Source: an optimization exercise on an open RTL-to-GDS flow (aim: a short achievable clock period and few clock cycles per item). Production flows keep margins and buffers that such runs may drop. The RTL was checked by simulation tests, not by an equivalence proof against the original design. Power is estimated from default activity; no workload was simulated.

==> flow/design.v <==
`timescale 1ns/1ps
package game_pkg;
    typedef logic [3:0]  coord_t;
    typedef logic [8:0]  troop_t;
    typedef logic [6:0]  cell_addr_t;    
    typedef logic [13:0] cell_word_t;    
    typedef logic [11:0] apb_addr_t;
    typedef logic [31:0] apb_data_t;
    typedef enum logic [2:0] {NPC, RED, BLUE} player_t;
    typedef enum logic [1:0] {TERRITORY, MOUNTAIN, CROWN, CITY} piece_t;
    typedef enum logic [1:0] {
        CHOOSE     = 2'b00,
        MOVE_TOTAL = 2'b10,
        MOVE_HALF  = 2'b11
    } cursor_mode_t;
    localparam int         cell_count       = 100;
    localparam coord_t     crown_red_h      = 4'd2;
    localparam coord_t     crown_red_v      = 4'd3;
    localparam coord_t     crown_blue_h     = 4'd8;
    localparam coord_t     crown_blue_v     = 4'd7;
    localparam troop_t     crown_red_troop  = 9'h057;
    localparam troop_t     crown_blue_troop = 9'h059;
    localparam troop_t     city_troop       = 9'h043;
    localparam apb_addr_t  status_addr      = 12'h100;
    function automatic logic [1:0] cell_piece(input int idx);
        if (idx == 32 || idx == 78)      cell_piece = 2'd2;    
        else if (idx >= 50 && idx <= 53) cell_piece = 2'd1;    
        else if (idx == 26 || idx == 84) cell_piece = 2'd3;    
        else                             cell_piece = 2'd0;
    endfunction
    function automatic logic [1:0] open_owner(input int idx);
        if (idx == 32)      open_owner = 2'b01;
        else if (idx == 78) open_owner = 2'b10;
        else                open_owner = 2'b00;
    endfunction
    function automatic logic [8:0] open_troop(input int idx);
        if (idx == 32)                   open_troop = crown_red_troop;
        else if (idx == 78)              open_troop = crown_blue_troop;
        else if (idx == 26 || idx == 84) open_troop = city_troop;
        else                             open_troop = 9'd0;
    endfunction
endpackage
`timescale 1ns/1ps
module game_engine (
    input  logic                    clock,
    input  logic                    reset,
    input  logic                    keyboard_ready,
    input  logic [2:0]              keyboard_data,
    output logic                    key_read_fin,
    output logic [100*2-1:0]        board_owner,    
    output logic [100*9-1:0]        board_troop,
    output game_pkg::coord_t        cursor_h,
    output game_pkg::coord_t        cursor_v,
    output game_pkg::cursor_mode_t  cursor_mode,
    output game_pkg::player_t       current_player,
    output logic                    busy            
);
    localparam int RED_CROWN  = 32;
    localparam int BLUE_CROWN = 78;
    logic       kv;             
    logic [2:0] key;
    logic       blue;           
    logic [9:0] hot_h;          
    logic [9:0] hot_v;
    logic [1:0] c_owner;        
    logic [8:0] c_troop;        
    logic [3:0] nb_free;        
    logic       k_dir, k_space, k_z;
    logic [3:0] k_d;            
    logic [3:0] on_board;
    logic       move_mode;
    logic [1:0] player;
    logic [99:0] cur;           
    logic [99:0] tgt;           
    logic [99:0] free;          
    logic [99:0] we_dst;
    logic [99:0] we_src;
    logic       step;           
    logic       success;        
    logic [8:0] moved;
    logic [8:0] left;
    logic [1:0] t_owner;        
    logic [8:0] t_troop;
    logic [3:0] t_free;         
    assign key_read_fin = keyboard_ready;
    assign busy         = kv;
    assign current_player = blue ? game_pkg::BLUE : game_pkg::RED;
    assign player         = {blue, !blue};
    assign move_mode      = cursor_mode[1];
    assign k_dir   = kv && !key[2];
    assign k_space = kv && (key == 3'd4);
    assign k_z     = kv && (key == 3'd5);
    assign k_d[0]  = kv && (key == 3'd0);
    assign k_d[1]  = kv && (key == 3'd1);
    assign k_d[2]  = kv && (key == 3'd2);
    assign k_d[3]  = kv && (key == 3'd3);
    assign on_board = {!hot_h[9], !hot_v[9], !hot_h[0], !hot_v[0]};
    assign step    = !move_mode && |(k_d & on_board);
    assign success = move_mode && |(k_d & nb_free);
    for (genvar i = 0; i < 100; i++) begin : g_cell
        localparam int H = i % 10;
        localparam int V = i / 10;
        logic t_w, t_a, t_s, t_d;
        assign cur[i]  = hot_h[H] && hot_v[V];
        if (V < 9) assign t_w = k_d[0] && hot_h[H] && hot_v[V + 1]; else assign t_w = 1'b0;
        if (H < 9) assign t_a = k_d[1] && hot_h[H + 1] && hot_v[V]; else assign t_a = 1'b0;
        if (V > 0) assign t_s = k_d[2] && hot_h[H] && hot_v[V - 1]; else assign t_s = 1'b0;
        if (H > 0) assign t_d = k_d[3] && hot_h[H - 1] && hot_v[V]; else assign t_d = 1'b0;
        assign tgt[i] = t_w || t_a || t_s || t_d;
        if (game_pkg::cell_piece(i) == 2'd0 || game_pkg::cell_piece(i) == 2'd3) begin : g_cap
            assign free[i] = (board_owner[2*i +: 2] == 2'b00);
        end else begin : g_nocap
            assign free[i] = 1'b0;
        end
        assign we_dst[i] = move_mode && tgt[i] && free[i];
        assign we_src[i] = success && cur[i];
        board_ram #(.IDX(i)) i_cell (
            .clock     (clock),
            .reset     (reset),
            .we_dst    (we_dst[i]),
            .we_src    (we_src[i]),
            .player    (player),
            .dst_troop (moved),
            .src_troop (left),
            .owner     (board_owner[2*i +: 2]),
            .troop     (board_troop[9*i +: 9])
        );
    end
    function automatic logic free_at(input logic [99:0] f, input int h, input int v);
        if (h < 0 || h > 9 || v < 0 || v > 9) free_at = 1'b0;
        else                                  free_at = f[v*10 + h];
    endfunction
    always_comb begin
        t_owner = '0;
        t_troop = '0;
        t_free  = '0;
        for (int i = 0; i < 100; i++) begin
            t_owner = t_owner | (board_owner[2*i +: 2] & {2{tgt[i]}});
            t_troop = t_troop | (board_troop[9*i +: 9] & {9{tgt[i]}});
            t_free  = t_free  | ({free_at(free, i % 10 + 1, i / 10),
                                  free_at(free, i % 10, i / 10 + 1),
                                  free_at(free, i % 10 - 1, i / 10),
                                  free_at(free, i % 10, i / 10 - 1)} & {4{tgt[i]}});
        end
    end
    logic [3:0] red_nb_free;
    logic [3:0] blue_nb_free;
    assign red_nb_free  = {free[33] && !we_dst[33], free[42] && !we_dst[42],
                           free[31] && !we_dst[31], free[22] && !we_dst[22]};
    assign blue_nb_free = {free[79] && !we_dst[79], free[88] && !we_dst[88],
                           free[77] && !we_dst[77], free[68] && !we_dst[68]};
    assign moved = cursor_mode[0] ? {1'b0, c_troop[8:1]} : (c_troop - 9'd1);
    assign left  = cursor_mode[0] ? ({1'b0, c_troop[8:1]} + {8'd0, c_troop[0]}) : 9'd1;
    always_ff @(posedge clock) begin
        key <= keyboard_data;
        if (reset) begin
            kv          <= 1'b0;
            blue        <= 1'b0;
            cursor_mode <= game_pkg::CHOOSE;
            cursor_h    <= 4'd0;
            cursor_v    <= 4'd0;
            hot_h       <= 10'd1;
            hot_v       <= 10'd1;
            c_owner     <= game_pkg::open_owner(0);
            c_troop     <= game_pkg::open_troop(0);
            nb_free     <= 4'b1100;                    
        end else begin
            kv <= keyboard_ready;
            if (step) begin
                if (k_d[0]) begin
                    cursor_v <= cursor_v - 4'd1;
                    hot_v    <= hot_v >> 1;
                end
                if (k_d[1]) begin
                    cursor_h <= cursor_h - 4'd1;
                    hot_h    <= hot_h >> 1;
                end
                if (k_d[2]) begin
                    cursor_v <= cursor_v + 4'd1;
                    hot_v    <= hot_v << 1;
                end
                if (k_d[3]) begin
                    cursor_h <= cursor_h + 4'd1;
                    hot_h    <= hot_h << 1;
                end
                c_owner <= t_owner;
                c_troop <= t_troop;
                nb_free <= t_free;
            end
            if (!move_mode && k_space && c_owner == player && c_troop >= 9'd2) begin
                cursor_mode <= game_pkg::MOVE_TOTAL;
            end
            if (move_mode && k_space) begin
                cursor_mode <= game_pkg::CHOOSE;
            end
            if (move_mode && k_z) begin
                cursor_mode <= cursor_mode[0] ? game_pkg::MOVE_TOTAL : game_pkg::MOVE_HALF;
            end
            if (success) begin
                blue        <= !blue;
                cursor_mode <= game_pkg::CHOOSE;
                if (blue) begin
                    cursor_h <= game_pkg::crown_red_h;
                    cursor_v <= game_pkg::crown_red_v;
                    hot_h    <= 10'd1 << game_pkg::crown_red_h;
                    hot_v    <= 10'd1 << game_pkg::crown_red_v;
                    c_owner  <= board_owner[2*RED_CROWN +: 2];
                    c_troop  <= board_troop[9*RED_CROWN +: 9];
                    nb_free  <= red_nb_free;
                end else begin
                    cursor_h <= game_pkg::crown_blue_h;
                    cursor_v <= game_pkg::crown_blue_v;
                    hot_h    <= 10'd1 << game_pkg::crown_blue_h;
                    hot_v    <= 10'd1 << game_pkg::crown_blue_v;
                    c_owner  <= board_owner[2*BLUE_CROWN +: 2];
                    c_troop  <= board_troop[9*BLUE_CROWN +: 9];
                    nb_free  <= blue_nb_free;
                end
            end
        end
    end
endmodule
`timescale 1ns/1ps
module apb_board_reader (
    input  logic                    clock,
    input  logic                    reset,
    input  logic                    psel,
    input  logic                    penable,
    input  logic                    pwrite,
    input  game_pkg::apb_addr_t     paddr,
    input  game_pkg::apb_data_t     pwdata,
    output game_pkg::apb_data_t     prdata,
    output logic                    pready,
    output logic                    pslverr,
    input  logic                    keyboard_ready,
    input  logic [100*2-1:0]        board_owner,
    input  logic [100*9-1:0]        board_troop,
    input  game_pkg::coord_t        cursor_h,
    input  game_pkg::coord_t        cursor_v,
    input  game_pkg::cursor_mode_t  cursor_mode,
    input  game_pkg::player_t       current_player,
    input  logic                    busy
);
    logic        setup;
    logic        cell_addr;
    logic        status_addr;
    logic [1:0]  rd_owner;
    logic [1:0]  rd_piece;
    logic [8:0]  rd_troop;
    logic [16:0] word;
    assign setup       = psel && !penable;
    assign cell_addr   = (paddr < 12'd100);
    assign status_addr = (paddr == game_pkg::status_addr);
    logic [15:0] sel_lo;
    logic [7:0]  sel_hi;
    always_comb begin
        for (int j = 0; j < 16; j++) sel_lo[j] = (paddr[3:0] == 4'(j));
        for (int j = 0; j < 8; j++)  sel_hi[j] = (paddr[6:4] == 3'(j));
    end
    always_comb begin
        rd_owner = '0;
        rd_piece = '0;
        rd_troop = '0;
        for (int i = 0; i < 100; i++) begin
            rd_owner = rd_owner | (board_owner[2*i +: 2] & {2{sel_lo[i % 16] && sel_hi[i / 16]}});
            rd_piece = rd_piece | (game_pkg::cell_piece(i) & {2{sel_lo[i % 16] && sel_hi[i / 16]}});
            rd_troop = rd_troop | (board_troop[9*i +: 9] & {9{sel_lo[i % 16] && sel_hi[i / 16]}});
        end
    end
    always_comb begin
        if (cell_addr) begin
            word = {3'b000, 1'b0, rd_owner, rd_piece, rd_troop};
        end else begin
            word        = '0;
            word[3:0]   = cursor_h;
            word[7:4]   = cursor_v;
            word[9:8]   = cursor_mode;
            word[12:10] = current_player;
            word[16]    = !busy && !keyboard_ready;
        end
    end
    always_ff @(posedge clock or posedge reset) begin
        if (reset) begin
            pready  <= 1'b0;
            pslverr <= 1'b0;
        end else begin
            pready  <= setup;
            pslverr <= setup && (pwrite || !(cell_addr || status_addr));
        end
    end
    logic [16:0] rdata;
    always_ff @(posedge clock) begin
        rdata <= word;
    end
    assign prdata = {15'd0, rdata};
endmodule
`timescale 1ns/1ps
`timescale 1ns/1ps
module board_ram #(
    parameter int IDX = 0
) (
    input  logic       clock,
    input  logic       reset,
    input  logic       we_dst,     
    input  logic       we_src,     
    input  logic [1:0] player,     
    input  logic [8:0] dst_troop,
    input  logic [8:0] src_troop,
    output logic [1:0] owner,      
    output logic [8:0] troop
);
    always_ff @(posedge clock) begin
        if (reset) begin
            owner <= game_pkg::open_owner(IDX);
            troop <= game_pkg::open_troop(IDX);
        end else if (we_dst) begin
            owner <= player;
            troop <= dst_troop;
        end else if (we_src) begin
            owner <= player;
            troop <= src_troop;
        end
    end
endmodule
`timescale 1ns/1ps
module game_top (
    input  logic                 clock,
    input  logic                 reset,
    input  logic                 keyboard_ready,
    input  logic [2:0]           keyboard_data,
    output logic                 key_read_fin,
    input  logic                 psel,
    input  logic                 penable,
    input  logic                 pwrite,
    input  game_pkg::apb_addr_t  paddr,
    input  game_pkg::apb_data_t  pwdata,
    output game_pkg::apb_data_t  prdata,
    output logic                 pready,
    output logic                 pslverr
);
    game_pkg::coord_t       cursor_h;
    game_pkg::coord_t       cursor_v;
    game_pkg::cursor_mode_t cursor_mode;
    game_pkg::player_t      current_player;
    logic                   busy;
    logic [100*2-1:0]       board_owner;
    logic [100*9-1:0]       board_troop;
    game_engine i_game_engine (
        .clock          (clock),
        .reset          (reset),
        .keyboard_ready (keyboard_ready),
        .keyboard_data  (keyboard_data),
        .key_read_fin   (key_read_fin),
        .board_owner    (board_owner),
        .board_troop    (board_troop),
        .cursor_h       (cursor_h),
        .cursor_v       (cursor_v),
        .cursor_mode    (cursor_mode),
        .current_player (current_player),
        .busy           (busy)
    );
    apb_board_reader i_apb_board_reader (
        .clock          (clock),
        .reset          (reset),
        .psel           (psel),
        .penable        (penable),
        .pwrite         (pwrite),
        .paddr          (paddr),
        .pwdata         (pwdata),
        .prdata         (prdata),
        .pready         (pready),
        .pslverr        (pslverr),
        .keyboard_ready (keyboard_ready),
        .board_owner    (board_owner),
        .board_troop    (board_troop),
        .cursor_h       (cursor_h),
        .cursor_v       (cursor_v),
        .cursor_mode    (cursor_mode),
        .current_player (current_player),
        .busy           (busy)
    );
endmodule
==> flow/flow/run.sh <==
#!/bin/bash
# The standard layout (standard.sh, unchanged synthesis, floorplan, power grid,
# placement, CTS and routing) with three ORFS settings changed:
#  - port buffers are buf_4 cells (buffer_ports otherwise may pick a delay cell),
#  - gate sizing may change a cell's footprint,
set -euo pipefail
bash standard.sh \
  'BUFFER_PORTS_ARGS=-buffer_cell sky130_fd_sc_hd__buf_4' \
  MATCH_CELL_FOOTPRINT=0 \
  SETUP_SLACK_MARGIN=6.3 \
  finish > standard_flow.log 2>&1
==> flow/standard.sh <==
#!/bin/bash
# synth_recipe.tcl (not shown) runs the flow's synth.tcl, then flattens the netlist and writes it again
# the make line also repeats each setting of config.mk as NAME=value (left out here)
make -C /OpenROAD-flow-scripts/flow DESIGN_CONFIG=/design/flow/config.mk WORK_HOME=/design/flow/orfs CLKGATE_MAP_FILE= SYNTH_SCRIPT=/design/flow/synth_recipe.tcl "${@:-finish}"
==> flow/config.mk <==
export PLATFORM = sky130hd
export DESIGN_NAME = game_top
export DESIGN_NICKNAME = game_top
export VERILOG_FILES = /design/flow/design.v
export SDC_FILE = /design/flow/constraint.sdc
export NUM_CORES = 4
export LEC_CHECK = 0
export CAP_MARGIN = 20
export CORE_MARGIN = 2
export CORE_UTILIZATION = 30
export PLACE_DENSITY = 0.4
export SLEW_MARGIN = 20
==> flow/constraint.sdc <==
create_clock -name core_clock -period 10.0 [get_ports {clock}]
set_input_delay 2.0000 -clock core_clock [delete_from_list [all_inputs] [get_ports {clock}]]
set_output_delay 2.0000 -clock core_clock [all_outputs]
set_load 0.01 [all_outputs]
==> qor.tcl, run 1 <==
set qor(outcome) {did not finish}
set qor(failing_step) {5_1_grt}
set qor(first-error) {[ERROR GRT-0116] Global routing finished with congestion. Check the congestion regions in the DRC Viewer.}
set qor(htree_num_levels) 4
set qor(die_span_in_y_microns) 475
set qor(clock_sinks) 1166
set qor(post-synth-top-count-cell) {sky130_fd_sc_hd__nor2_1}
set qor(port-buffer-count) 37
set qor(yosys-top-cells-count) {sky130_fd_sc_hd__nor2_1 (1756), sky130_fd_sc_hd__dfxtp_1 (1164), sky130_fd_sc_hd__nand2_1 (842)}
set qor(grt_start_max_net_pins) 142
set qor(warnings_synthesis) 102
set qor(synth_edf_count) 0
set qor(cts.hold.buffers_added) 0
set qor(synth-seq-cells) 1166
set qor(die_width_microns) 475
set qor(synth_top_cells_by_area) {sky130_fd_sc_hd__dfxtp_1 (35%), sky130_fd_sc_hd__nor2_1 (9.9%), sky130_fd_sc_hd__a22oi_1 (9.0%)}
set qor(io_pins) 88
set qor(post_synthesis_cell_type_with_the_largest_combined_area) {sky130_fd_sc_hd__dfxtp_1}
set qor(grt_first_pass_wirelength_mm) 1230
set qor(rows) 172
set qor(post_dp_cell_area_sq_mm) 0.0735
set qor(synth_cells) 8924
set qor(top_area_cell_type_share_of_the_netlist_area_pct) 35.0
set qor(cts_max_path_buffers) 3
set qor(initial_core_util_pct) 30.2
set qor(gp_congestion) 1.26
set qor(dominantRegCellSynth) {sky130_fd_sc_hd__dfxtp_1}
set qor(async_reset_ff_share_pct) 0.172
set qor(mean_area_per_synthesized_cell_sq_um) 7.45
set qor(globalRouteTotalUtil_pct) 81.4
set qor(detailed_place_hpwl_mm) 578
set qor(placed_cells) 11600
set qor(synth.cell_area_sq_mm) 0.0665
set qor(synth_sequential_area_ratio_pct) 35.1
set qor(cts_buffers) 152
set qor(cts_root_buf) {sky130_fd_sc_hd__clkbuf_16}
set qor(number_of_global_route_vias_before_repair) 98800
set qor(grt_remaining_overflow) 785
set qor(synth.distinct_cells) 88
cells by family after synthesis:
logic type	count (synthesis)	share of synthesized area, %
flip-flops	1166	35.1
buffers and inverters	1023	6.42
other	1	0.00564
XOR/XNOR	20	0.263
adder cells (fa/ha/maj)	10	0.211
AND/OR/NAND/NOR	3167	20.2
multiplexers	57	1.08
AO/OA/AOI/OAI	3480	36.7
per-stage QoR:
step | utilization [%] | worst slack, ps | power, mW
4_1_cts | 37.7 | 5800 | 11.5
3_5_place_dp | 33.4 | 4290 | 5.45
3_3_place_gp | 33.3 | 4200 | 5.45
2_1_floorplan | - | 5900 | 5.08
worst max path at each step:
stage | start | to | slack, ps | cells after the start
after floorplan | keyboard_ready | key_read_fin | 5900 | 1
after global placement | paddr[2] | i_apb_board_reader.rdata[4]$_DFF_P_ | 4200 | 10
after detailed placement | paddr[1] | i_apb_board_reader.rdata[2]$_DFF_P_ | 4290 | 9
after CTS | keyboard_ready | key_read_fin | 5800 | 2
power groups by stage:
stage | clock, mW | combinational, mW | sequential [mW]
after floorplan | 0 | 0.318 | 4.76
after global placement | 0 | 0.685 | 4.77
after detailed placement | 0 | 0.684 | 4.77
after CTS | 6.09 | 0.755 | 4.67
routing by layer:
| metal | overflow | track usage [%] |
|---|---|---|
| met3 | 37 | 74.5 |
| met1 | 37 | 84.2 |
| met2 | 378 | 90.0 |
| met5 | 4 | 54.1 |
| met4 | 329 | 72.9 |
repair_timing:
item	CTS
setup endpoints to repair	1156
gates resized for setup	558
pin swaps	115
setup buffers	170
cloned	10
Testbench counts, summed over its fixed seeds: cycles 72,964, keys 24,000.
==> inputs of run 2 (changes only) <==
==> flow/run.sh (new file) <==
#!/bin/bash
# synth_recipe.tcl (not shown) runs the flow's synth.tcl, then flattens the netlist and writes it again
# the make line also repeats each setting of config.mk as NAME=value (left out here)
make -C /OpenROAD-flow-scripts/flow DESIGN_CONFIG=/design/flow/config.mk WORK_HOME=/design/flow/orfs CLKGATE_MAP_FILE= SYNTH_SCRIPT=/design/flow/synth_recipe.tcl finish
--- a/flow/config.mk
+++ b/flow/config.mk
@@ -7,6 +7,6 @@
 export LEC_CHECK = 0
 export CAP_MARGIN = 20
 export CORE_MARGIN = 2
-export CORE_UTILIZATION = 30
-export PLACE_DENSITY = 0.4
+export CORE_UTILIZATION = 40
+export SETUP_SLACK_MARGIN = 5
 export SLEW_MARGIN = 20
removed: flow/flow/run.sh
removed: flow/standard.sh
==> run 2 against run 1 <==
Compared with the run above: the flow again stops in 5_1_grt; synthesized cell count stayed put; synthesized area stayed put.
==> qor.tcl, run 2 <==
set qor(cts_buffers) 145 ;# -4.6%
set qor(number_of_global_route_vias_before_repair) 97900
set qor(port-buffer-count) 37 ;# unchanged
set qor(grt_remaining_overflow) 3444
set qor(post_synthesis_cell_type_with_the_largest_combined_area) {sky130_fd_sc_hd__dfxtp_1}
set qor(rows) 149 ;# -13%
set qor(synth_cells) 8924 ;# unchanged
set qor(die_width_microns) 412 ;# -13%
set qor(failing_step) {5_1_grt}
set qor(pre_cts_slack_ps) 3630 ;# -653 ps
set qor(synth_top_cells_by_area) {sky130_fd_sc_hd__dfxtp_1 (35%), sky130_fd_sc_hd__nor2_1 (9.9%), sky130_fd_sc_hd__a22oi_1 (9.0%)}
set qor(globalRouteTotalUtil_pct) 92.3
set qor(initial_core_util_pct) 40.3 ;# +10 points
set qor(grt_first_pass_wirelength_mm) 1080
set qor(mean_area_per_synthesized_cell_sq_um) 7.45 ;# unchanged
set qor(die_span_in_y_microns) 412 ;# -13%
set qor(dominantRegCellSynth) {sky130_fd_sc_hd__dfxtp_1}
set qor(gp_congestion) 1.47 ;# +17%
set qor(post-synth-top-count-cell) {sky130_fd_sc_hd__nor2_1}
set qor(first-error) {[ERROR GRT-0116] Global routing finished with congestion. Check the congestion regions in the DRC Viewer.}
set qor(htree_num_levels) 4 ;# unchanged
set qor(cts.hold.buffers_added) 0 ;# unchanged
set qor(cts_root_buf) {sky130_fd_sc_hd__clkbuf_16}
set qor(async_reset_ff_share_pct) 0.172 ;# unchanged
set qor(detailed_place_hpwl_mm) 488 ;# -16%
set qor(top_area_cell_type_share_of_the_netlist_area_pct) 35.0 ;# unchanged
set qor(postCtsSetupRepairBufs) 0 ;# -100%
set qor(warnings_synthesis) 102 ;# unchanged
set qor(synth-seq-cells) 1166 ;# unchanged
set qor(clock_sinks) 1166 ;# unchanged
set qor(synth_sequential_area_ratio_pct) 35.1 ;# unchanged
set qor(synth.distinct_cells) 88 ;# unchanged
set qor(yosys-top-cells-count) {sky130_fd_sc_hd__nor2_1 (1756), sky130_fd_sc_hd__dfxtp_1 (1164), sky130_fd_sc_hd__nand2_1 (842)}
set qor(io_pins) 88 ;# unchanged
set qor(grt_start_max_net_pins) 190
set qor(synth.cell_area_sq_mm) 0.0665 ;# unchanged
set qor(synth_edf_count) 0 ;# unchanged
set qor(outcome) {did not finish}
set qor(cts_max_path_buffers) 3 ;# unchanged
==> run 2: cell counts after synthesis <==
Identical to the previous run, type by type.
==> run 2: what timing repair did <==
action,in CTS
setup endpoints to repair,12
resized for setup,19
pin swaps,4
==> run 2: stage by stage <==
| step | power (mW) | util (%) | cell area [sq um] | hold slack, ps | instances |
|---|---|---|---|---|---|
| floorplan | 5.07 | - | 66600 | 453 | 8941 |
| global placement | 5.40 | 43.3 | 71500 | 486 | 10600 |
| detailed placement | 5.41 | 43.5 | 71700 | 494 | 10600 |
| CTS | 10.9 | 46.5 | 76800 | 506 | 10900 |
==> run 2: worst min path at each step <==
stage / slack [ps] / cells after the start / to / from
after floorplan: 450 / 2 / i_game_engine.g_cell[6].i_cell.owner[1]$_SDFFE_PP0P_ / i_game_engine.g_cell[6].i_cell.owner[1]$_SDFFE_PP0P_
after global placement: 490 / 2 / i_game_engine.g_cell[44].i_cell.owner[1]$_SDFFE_PP0P_ / i_game_engine.g_cell[44].i_cell.owner[1]$_SDFFE_PP0P_
after detailed placement: 490 / 2 / i_game_engine.g_cell[44].i_cell.owner[1]$_SDFFE_PP0P_ / i_game_engine.g_cell[44].i_cell.owner[1]$_SDFFE_PP0P_
after CTS: 510 / 2 / i_game_engine.g_cell[44].i_cell.owner[1]$_SDFFE_PP0P_ / i_game_engine.g_cell[44].i_cell.owner[1]$_SDFFE_PP0P_
==> run 2: power by group through the flow <==
| stage | Sequential [mW] | Combinational, mW | Clock, mW |
|---|---|---|---|
| after CTS | 4.66 | 0.649 | 5.63 |
| after detailed placement | 4.76 | 0.646 | 0 |
| after global placement | 4.76 | 0.641 | 0 |
| after floorplan | 4.76 | 0.312 | 0 |
==> run 2: metal layers <==
metal / track usage (%) / overflow
met5: 75.2 / 51
met4: 87.2 / 866
met3: 87.3 / 419
met2: 99.8 / 1726
met1: 92.6 / 382
==> run 2: logic make-up after synthesis <==
group,synth area share [%]
compound gates,36.7
buf+inv,6.42
other cells,0.00564
xor+xnor,0.263
simple gates,20.2
fa+ha+maj,0.211
flops,35.1
mux,1.08
